Source: an optimization exercise on an open RTL-to-GDS flow (aim: small area, a short achievable clock period and few clock cycles). Production flows keep margins and buffers that such runs may drop.
At most, simulation tests tie the RTL to the original design; equivalence was not proved.
Power figures rest on the tool's default switching activity, not on a simulated workload.

Design lawnmower_path_generator, start of the top module:
module lawnmower_path_generator #(
    parameter int MAX_WAYPOINTS = lpg_pkg::MAX_WAYPOINTS_DEF
) (
    input  logic                               i_clk,
    input  logic                               i_rst_n,
    input  logic                               start,
    output logic                               busy,
    input  logic signed [lpg_pkg::COORD_W-1:0] i_center_x,
    input  logic signed [lpg_pkg::COORD_W-1:0] i_center_y,
    input  logic                               i_cfg_valid,
    output logic                               o_cfg_ready,
    input  logic [lpg_pkg::IDX_W-1:0]          i_cfg_index,
    input  logic [lpg_pkg::LEN_W-1:0]          i_cfg_data,
    output logic                               o_point_valid,
    output logic signed [lpg_pkg::COORD_W-1:0] o_point_x,
    output logic signed [lpg_pkg::COORD_W-1:0] o_point_y,
    output logic [lpg_pkg::PNUM_W-1:0]         o_point_number,
    output logic                               o_last_point,
    output logic                               o_overflow
);
    localparam int LEN_W   = lpg_pkg::LEN_W;
    localparam int TRIG_W  = lpg_pkg::TRIG_W;
    localparam int PNUM_W  = lpg_pkg::PNUM_W;
    localparam int REM_W   = LEN_W + 2;
    localparam logic [PNUM_W-1:0] LAST_PNUM = PNUM_W'(MAX_WAYPOINTS - 1);
    logic [LEN_W-1:0]         r_xlen, r_ylen, r_w;
    logic signed [TRIG_W-1:0] r_cos, r_sin;
    logic                     cfg_wr;
    logic                     restart;
    assign o_cfg_ready = 1'b1;
    assign cfg_wr      = i_cfg_valid && (i_cfg_index <= lpg_pkg::REG_SIN_BEARING);
    assign restart     = !i_rst_n || cfg_wr;
    logic [LEN_W-1:0]         n_xlen, n_ylen, n_w;
    logic signed [TRIG_W-1:0] n_cos, n_sin;
    logic                     r_td;      
    logic                     r_wz;      
    always_comb begin
        n_xlen = r_xlen;
        n_ylen = r_ylen;
        n_w    = r_w;
        n_cos  = r_cos;
        n_sin  = r_sin;
        if (!i_rst_n) begin
            n_xlen = lpg_pkg::RST_X_LENGTH;
            n_ylen = lpg_pkg::RST_Y_LENGTH;
            n_w    = lpg_pkg::RST_STRIPE_WIDTH;
  ...
Size in the first run: about 3700 cells after synthesis, roughly 760 flip-flops, ~40000 sq um of cells after synthesis.
Settings: LEC_CHECK=0, CAP_MARGIN=5, CORE_MARGIN=2, CORE_UTILIZATION=40, SETUP_SLACK_MARGIN=4.5, SLEW_MARGIN=5; clock period 7.5 ns.
standard.sh (not shown) runs the stock make flow with config.mk's settings and CLKGATE_MAP_FILE= SYNTH_SCRIPT=/design/flow/synth_recipe.tcl, a recipe that flattens the netlist after the stock synthesis.
==> flow/flow/run.sh <==
#!/bin/bash
# The standard layout, with the port buffers made of the smallest buffer cell.
set -euo pipefail
export BUFFER_PORTS_ARGS="-buffer_cell sky130_fd_sc_hd__buf_1"
bash standard.sh > standard.log 2>&1
Testbench counts at the start, summed over its fixed seeds: cycles 30,311.
Next try:
==> flow/run.sh (new file) <==
#!/bin/bash
# synth_recipe.tcl (not shown) runs the flow's synth.tcl, then flattens the netlist and writes it again
# the make line also repeats each setting of config.mk as NAME=value (left out here)
make -C /OpenROAD-flow-scripts/flow DESIGN_CONFIG=/design/flow/config.mk WORK_HOME=/design/flow/orfs CLKGATE_MAP_FILE= SYNTH_SCRIPT=/design/flow/synth_recipe.tcl finish
- CAP_MARGIN: 5 -> 20
- CORE_UTILIZATION: 40 -> 65
- SLEW_MARGIN: 5 -> 20
removed: flow/flow/run.sh
removed: flow/standard.sh
Result: Area after synthesis is unchanged; core utilization grows by 31 points; worst hold slack improves by 0.0070 ns; combinational power grows by about 3%; register-to-register slack degrades by 0.13 ns; clock skew shrinks by 0.017 ns; setup slack degrades by 0.13 ns; design area grows by about 1.8%.
Next try:
- CORE_UTILIZATION: 65 -> 40
- SETUP_SLACK_MARGIN: 4.5 -> 4.0
Result: The new run ran to the end with no violations. Worst hold slack got worse by 0.0055 ns. Final area goes down by 4.6%. Setup slack got worse by 0.24 ns. Flip-flop and latch count stays the same. Clock skew goes up by 0.0067 ns. Utilization goes down by 33 points.

========
lawnmower_path_generator again, from the RTL that the note above started with.
==> flow/config.mk <==
export PLATFORM = sky130hd
export DESIGN_NAME = lawnmower_path_generator
export DESIGN_NICKNAME = lawnmower_path_generator
export VERILOG_FILES = /design/flow/design.v
export SDC_FILE = /design/flow/constraint.sdc
export NUM_CORES = 4
export LEC_CHECK = 0
export CAP_MARGIN = 20
export CORE_MARGIN = 2
export CORE_UTILIZATION = 40
export SETUP_SLACK_MARGIN = 4.5
export SLEW_MARGIN = 20
==> flow/constraint.sdc <==
create_clock -name core_clock -period 7.5 [get_ports {i_clk}]
set_input_delay 1.5000 -clock core_clock [delete_from_list [all_inputs] [get_ports {i_clk}]]
set_output_delay 1.5000 -clock core_clock [all_outputs]
set_load 0.01 [all_outputs]
==> flow/flow/run.sh <==
#!/bin/bash
# The standard layout, with the port buffers made of the smallest buffer cell.
set -euo pipefail
export BUFFER_PORTS_ARGS="-buffer_cell sky130_fd_sc_hd__buf_1"
export SKIP_GATE_CLONING=1
bash standard.sh > standard.log 2>&1
Testbench counts at the start, summed over its fixed seeds: cycles 30,311.
==> next run, changes <==
==> flow/run.sh (new file) <==
#!/bin/bash
# synth_recipe.tcl (not shown) runs the flow's synth.tcl, then flattens the netlist and writes it again
# the make line also repeats each setting of config.mk as NAME=value (left out here)
make -C /OpenROAD-flow-scripts/flow DESIGN_CONFIG=/design/flow/config.mk WORK_HOME=/design/flow/orfs CLKGATE_MAP_FILE= SYNTH_SCRIPT=/design/flow/synth_recipe.tcl finish
CORE_UTILIZATION = 65   (was 40)
SETUP_SLACK_MARGIN = 4.0   (was 4.5)
removed: flow/flow/run.sh
removed: flow/standard.sh
=>
- area after synthesis does not change
- critical path depth came out lower by 2
- design area came out lower by 4.8%
- final cell count came out lower by 12%
- die area came out lower by 38%
- global-route usage came out higher by 12 points
==> next run, changes <==
==> flow/flow/run.sh (new file) <==
#!/bin/bash
# The standard layout, with the port buffers made of the smallest buffer cell.
set -euo pipefail
export BUFFER_PORTS_ARGS="-buffer_cell sky130_fd_sc_hd__buf_1"

bash standard.sh > standard.log 2>&1
==> flow/standard.sh (new file) <==
#!/bin/bash
# synth_recipe.tcl (not shown) runs the flow's synth.tcl, then flattens the netlist and writes it again
# the make line also repeats each setting of config.mk as NAME=value (left out here)
make -C /OpenROAD-flow-scripts/flow DESIGN_CONFIG=/design/flow/config.mk WORK_HOME=/design/flow/orfs CLKGATE_MAP_FILE= SYNTH_SCRIPT=/design/flow/synth_recipe.tcl "${@:-finish}"
CORE_UTILIZATION = 40   (was 65)
SETUP_SLACK_MARGIN = 4.5   (was 4.0)
TNS_END_PERCENT = 20   (was unset)
removed: flow/run.sh
What happened: The changed run completed with no timing, DRC or antenna violations. Total power grows by about 2.8%. Synthesized cell count does not change. Clock power grows by 5.9%. Global-route usage shrinks by 12 points. Critical path depth grows by 2. Via count shrinks by 1.7%. Maximum frequency grows by about 6%. Count of clock-buffer cells in the layout grows by 5.
==> next run, changes <==
==> flow/flow/run.sh (replaced) <==
#!/bin/bash
# The standard layout, with the port buffers made of the smallest buffer cell
# and power recovery (downsizing of gates off the critical paths) after
# global routing.
set -euo pipefail
export BUFFER_PORTS_ARGS="-buffer_cell sky130_fd_sc_hd__buf_1"
export RECOVER_POWER=100
bash standard.sh > standard.log 2>&1
TNS_END_PERCENT = unset   (was 20)
The changed run ran to the end with violations: max-capacitance violations, max-slew violations.
Non-clock buffer count is higher by 34.
Cell count is higher by 0.63%.
Maximum frequency is lower by 35%.
Sequential share of layout area is about the same.
Design area barely changes.
Global-route usage is higher by 0.40 points.
Count of clock-buffer cells in the layout is higher by 6.
First-iteration DRC count is higher by 4.9%.
Register-to-register slack degrades by 1.8 ns.
Setup slack degrades by 1.8 ns.
Total power is lower by 1.4%.

========
Starting RTL as in the previous note.
// lawnmower_path_generator
module lawnmower_path_generator #(
    parameter int MAX_WAYPOINTS = lpg_pkg::MAX_WAYPOINTS_DEF
) (
    input  logic                               i_clk,
    input  logic                               i_rst_n,
    input  logic                               start,
    output logic                               busy,
    input  logic signed [lpg_pkg::COORD_W-1:0] i_center_x,
    input  logic signed [lpg_pkg::COORD_W-1:0] i_center_y,
    input  logic                               i_cfg_valid,
    output logic                               o_cfg_ready,
    input  logic [lpg_pkg::IDX_W-1:0]          i_cfg_index,
    input  logic [lpg_pkg::LEN_W-1:0]          i_cfg_data,
    output logic                               o_point_valid,
    output logic signed [lpg_pkg::COORD_W-1:0] o_point_x,
    output logic signed [lpg_pkg::COORD_W-1:0] o_point_y,
    output logic [lpg_pkg::PNUM_W-1:0]         o_point_number,
    output logic                               o_last_point,
    output logic                               o_overflow
);
    localparam int LEN_W   = lpg_pkg::LEN_W;
    localparam int TRIG_W  = lpg_pkg::TRIG_W;
    localparam int PNUM_W  = lpg_pkg::PNUM_W;
    localparam int REM_W   = LEN_W + 2;
    localparam logic [PNUM_W-1:0] LAST_PNUM = PNUM_W'(MAX_WAYPOINTS - 1);
    logic [LEN_W-1:0]         r_xlen, r_ylen, r_w;
    logic signed [TRIG_W-1:0] r_cos, r_sin;
    logic                     cfg_wr;
    logic                     restart;
    assign o_cfg_ready = 1'b1;
    assign cfg_wr      = i_cfg_valid && (i_cfg_index <= lpg_pkg::REG_SIN_BEARING);
    assign restart     = !i_rst_n || cfg_wr;
    logic [LEN_W-1:0]         n_xlen, n_ylen, n_w;
    logic signed [TRIG_W-1:0] n_cos, n_sin;
    logic                     r_td;      
    logic                     r_wz;      
    always_comb begin
        n_xlen = r_xlen;
        n_ylen = r_ylen;
        n_w    = r_w;
        n_cos  = r_cos;
        n_sin  = r_sin;
        if (!i_rst_n) begin
            n_xlen = lpg_pkg::RST_X_LENGTH;
  ...
export LEC_CHECK = 0
export CAP_MARGIN = 20
export CORE_MARGIN = 2
export CORE_UTILIZATION = 40
export SETUP_SLACK_MARGIN = 4.6
export SLEW_MARGIN = 20
create_clock -name core_clock -period 7.5 [get_ports {i_clk}]
==> flow/flow/run.sh <==
#!/bin/bash
# The standard layout, with the port buffers made of the smallest buffer cell.
set -euo pipefail
export BUFFER_PORTS_ARGS="-buffer_cell sky130_fd_sc_hd__buf_1"
bash standard.sh > standard.log 2>&1
Testbench counts at the start, summed over its fixed seeds: cycles 30,311.
Then changed:
--- a/flow/config.mk
+++ b/flow/config.mk
@@ -10,3 +10,3 @@
 export CORE_UTILIZATION = 40
-export SETUP_SLACK_MARGIN = 4.6
+export SETUP_SLACK_MARGIN = 4.35
 export SLEW_MARGIN = 20
After rerunning: Non-clock buffer count shrinks by 100. Fmax shrinks by 1.7%. Wire length shrinks by 7.6%. Global-route usage shrinks by 1.0 points. Sequential cell count does not change. Sequential share of layout area grows by 2.1 points. Synthesized cell count does not change.
Then changed:
==> flow/run.sh (new file) <==
#!/bin/bash
# synth_recipe.tcl (not shown) runs the flow's synth.tcl, then flattens the netlist and writes it again
# the make line also repeats each setting of config.mk as NAME=value (left out here)
make -C /OpenROAD-flow-scripts/flow DESIGN_CONFIG=/design/flow/config.mk WORK_HOME=/design/flow/orfs CLKGATE_MAP_FILE= SYNTH_SCRIPT=/design/flow/synth_recipe.tcl finish
--- a/flow/config.mk
+++ b/flow/config.mk
@@ -10,3 +10,3 @@
 export CORE_UTILIZATION = 40
-export SETUP_SLACK_MARGIN = 4.35
+export SETUP_SLACK_MARGIN = 5.0
 export SLEW_MARGIN = 20
removed: flow/flow/run.sh
removed: flow/standard.sh
What happened:
- The changed run completed without violations
- clock skew climbs by 13 ps
- worst hold slack stays flat
- global-route usage climbs by 3.3 points
- die area does not change
- register-to-register slack got worse by 80 ps
- cell count climbs by 4.9%
- utilization climbs by 8.7 points
Then changed:
--- a/flow/config.mk
+++ b/flow/config.mk
@@ -10,3 +10,3 @@
 export CORE_UTILIZATION = 40
-export SETUP_SLACK_MARGIN = 5.0
+export SETUP_SLACK_MARGIN = 4.75
 export SLEW_MARGIN = 20
Outcome: Die area is unchanged. First-iteration DRC count goes up by 4.3%. Final cell count decreases by 1.2%. Non-clock buffer count goes down by 60. Worst setup slack is better by 33 ps. Power came out lower by 2.1%. Clock skew stays flat. Design area shrinks by 3.2%. Synthesized cell count is unchanged.
Then changed:
==> flow/flow/run.sh (new file) <==
#!/bin/bash
# The standard layout, with the port buffers made of the smallest buffer cell.
set -euo pipefail
export BUFFER_PORTS_ARGS="-buffer_cell sky130_fd_sc_hd__buf_1"
bash standard.sh > standard.log 2>&1
==> flow/standard.sh (new file) <==
#!/bin/bash
# synth_recipe.tcl (not shown) runs the flow's synth.tcl, then flattens the netlist and writes it again
# the make line also repeats each setting of config.mk as NAME=value (left out here)
make -C /OpenROAD-flow-scripts/flow DESIGN_CONFIG=/design/flow/config.mk WORK_HOME=/design/flow/orfs CLKGATE_MAP_FILE= SYNTH_SCRIPT=/design/flow/synth_recipe.tcl "${@:-finish}"
--- a/flow/config.mk
+++ b/flow/config.mk
@@ -10,3 +10,4 @@
 export CORE_UTILIZATION = 40
-export SETUP_SLACK_MARGIN = 4.75
+export PLACE_DENSITY = 0.75
+export SETUP_SLACK_MARGIN = 4.5
 export SLEW_MARGIN = 20
removed: flow/run.sh
The changed run went through all stages and came out clean.
Synthesized area stays the same.
Critical path depth does not change.
Die area is unchanged.
Via count decreases by a few percent.
Sequential power is about the same.
Then changed:
--- a/flow/config.mk
+++ b/flow/config.mk
@@ -10,3 +10,2 @@
 export CORE_UTILIZATION = 40
-export PLACE_DENSITY = 0.75
 export SETUP_SLACK_MARGIN = 4.5
Design area rose by 1.2%; non-clock buffer count rose by 28; via count fell by 2.8%; register-to-register slack gets better by 50 ps; first-iteration DRC count fell by 26%; global-route usage rose by 1.0 points.

========
Another version of the RTL of lawnmower_path_generator (not shown whole).
Size in the first run: about 3900 cells after synthesis, about 170 I/O pins.
==> flow/config.mk <==
export PLATFORM = sky130hd
export DESIGN_NAME = lawnmower_path_generator
export DESIGN_NICKNAME = lawnmower_path_generator
export VERILOG_FILES = /design/flow/design.v
export SDC_FILE = /design/flow/constraint.sdc
export NUM_CORES = 4
export LEC_CHECK = 0
export CAP_MARGIN = 20
export CORE_MARGIN = 2
export CORE_UTILIZATION = 40
export PLACE_DENSITY = 0.7
export SETUP_SLACK_MARGIN = 4.5
export SLEW_MARGIN = 20
==> flow/constraint.sdc <==
create_clock -name core_clock -period 7.5 [get_ports {i_clk}]
set_input_delay 1.5000 -clock core_clock [delete_from_list [all_inputs] [get_ports {i_clk}]]
set_output_delay 1.5000 -clock core_clock [all_outputs]
set_load 0.01 [all_outputs]
==> flow/flow/run.sh <==
#!/bin/bash
# The standard layout, with the port buffers made of the smallest buffer cell.
set -euo pipefail
export BUFFER_PORTS_ARGS="-buffer_cell sky130_fd_sc_hd__buf_1"
bash standard.sh > standard.log 2>&1
Testbench counts at the start, summed over its fixed seeds: cycles 30,183.
Change:
Settings changed: CORE_UTILIZATION 40 to 50, PLACE_DENSITY 0.7 to default.
Result: The changed run passed the timing, design-rule and antenna checks. Register-to-register slack is worse by 98 ps. Design area went down by about 1.5%. Final cell count shrinks by 5.4%. Setup slack is worse by 98 ps.
Change:
Settings changed: CORE_UTILIZATION 50 to 40, SETUP_SLACK_MARGIN 4.5 to 4.35.
=> The new run produced a clean layout; cell area goes down by 0.96%; power goes up by 2.6%; routed wire length goes down by 1.4%; clock-buffer cell count goes down by 5; worst hold slack loses 4.6 ps; maximum frequency goes up by 1.1%; critical path depth is unchanged; worst setup slack gains 36 ps; final cell count goes up by 4.9%.
Change:
Settings changed: SETUP_SLACK_MARGIN 4.35 to 4.5.
Outcome: Non-clock buffer count goes up by 15. Die area is unchanged. Power increases by 2.5%. Worst setup slack is better by 97 ps. Via count rose by 0.65%. Clock skew rose by 14 ps. Area after synthesis does not change. Count of clock-buffer cells in the layout falls by 3. Routed wire length rose by 0.80%. Fmax climbs by 3.0%. Global-route usage grows by 0.14 points.

========
## run 1
Another version of the RTL of lawnmower_path_generator (not shown whole).
Size: ~590 flip-flops, about 170 I/O pins, about 0.036 mm² of cells after synthesis.
make LEC_CHECK=0 CAP_MARGIN=20 CORE_MARGIN=2 CORE_UTILIZATION=40 SETUP_SLACK_MARGIN=3.0 SLEW_MARGIN=20 finish   # period 7.5 ns
run.sh (not shown) runs the stock make flow with config.mk's settings and CLKGATE_MAP_FILE= SYNTH_SCRIPT=/design/flow/synth_recipe.tcl, a recipe that flattens the netlist after the stock synthesis.
Stock flow here: none of the scripts above is used.
Run 1 reached the end of the flow, and the finished layout is clean on the timing, design-rule and antenna checks.
[inputs] run 2 vs run 1
- changing SETUP_SLACK_MARGIN from 3.0 to 3.5
--- outcome ---
- Comparing run 2 and run 1, total vias in the final route is lower on run 1.
- Of run 2 and run 1, the run reporting the lower via count of the first global-routing pass was run 1.
- Run 1 consumes less power than run 2.
- Comparing run 2 and run 1, measured slew at the worst slew-check pin is lower on run 2.
- Run 2 ended up with a lower antenna diode count than run 1 did.
- [compare] base=run 1 new=run 2: critical path depth dropped 1; mean routed wirelength per cell climbed about 1.3%; setup slack climbed 0.062 ns.
Function was not checked in any run of this note: the RTL went through the layout flow alone.

-- port drivers added, routing unchanged --
The results above use ideal ports. As a check the final layouts listed here were re-extracted and re-timed, cells and wires unchanged.
Step 1 assumes that a clkbuf_16 drives the clock port and a buf_2 every other input.
Step 2 times the ports against the registers' clock, not the clock port: input delays grow and output delays shrink by t, the midpoint of the rising clock arrivals with the driver on.
a / b / c = no drivers / after step 1 / after step 2; a / b = the first two.
run	t (ns)	setup slack, ns	latest minus earliest clock arrival (ns)	slew at the worst register clock pin (ns)	pins driven straight from the clock port
the first run of note 1	0.726	4.418 / 4.418 / 3.933	0.043 / 0.044	0.06 / 0.06	1
the second run of note 1	0.691	4.285 / 4.285 / 3.839	0.025 / 0.025	0.07 / 0.07	1
the third run of note 1	0.718	4.044 / 4.044 / 3.636	0.035 / 0.036	0.07 / 0.07	1
the first run of note 2	0.728	4.371 / 4.371 / 3.918	0.045 / 0.046	0.06 / 0.06	1
the second run of note 2	0.688	4.093 / 4.093 / 3.615	0.029 / 0.029	0.07 / 0.07	1
the third run of note 2	0.722	4.280 / 4.280 / 4.013	0.035 / 0.036	0.07 / 0.07	1
the fourth run of note 2	0.728	2.514 / 2.514 / 2.514	0.044 / 0.043	0.06 / 0.06	1
the first run of note 3	0.728	4.344 / 4.344 / 4.068	0.053 / 0.053	0.07 / 0.07	1
the second run of note 3	0.722	4.288 / 4.288 / 4.015	0.030 / 0.030	0.06 / 0.06	1
the third run of note 3	0.725	4.212 / 4.212 / 3.961	0.040 / 0.040	0.07 / 0.07	1
the fourth run of note 3	0.714	4.245 / 4.245 / 3.945	0.043 / 0.043	0.07 / 0.07	1
the fifth run of note 3	0.702	4.345 / 4.345 / 4.032	0.045 / 0.045	0.07 / 0.07	1
the sixth run of note 3	0.726	4.396 / 4.396 / 3.925	0.042 / 0.042	0.06 / 0.06	1
the first run of note 4	0.721	4.282 / 4.282 / 4.035	0.060 / 0.060	0.07 / 0.07	1
the second run of note 4	0.704	4.184 / 4.184 / 3.964	0.025 / 0.025	0.07 / 0.07	1
the third run of note 4	0.724	4.220 / 4.220 / 3.813	0.028 / 0.027	0.07 / 0.07	1
the fourth run of note 4	0.728	4.317 / 4.317 / 3.899	0.042 / 0.042	0.06 / 0.06	1
run 1	0.697	2.711 / 2.711 / 2.072	0.031 / 0.032	0.06 / 0.06	1
run 2	0.687	2.774 / 2.774 / 2.138	0.041 / 0.042	0.07 / 0.07	1
The setup slack of run 1, which loses most, moves by 0.000 ns with the drivers and by -0.639 ns with both steps.
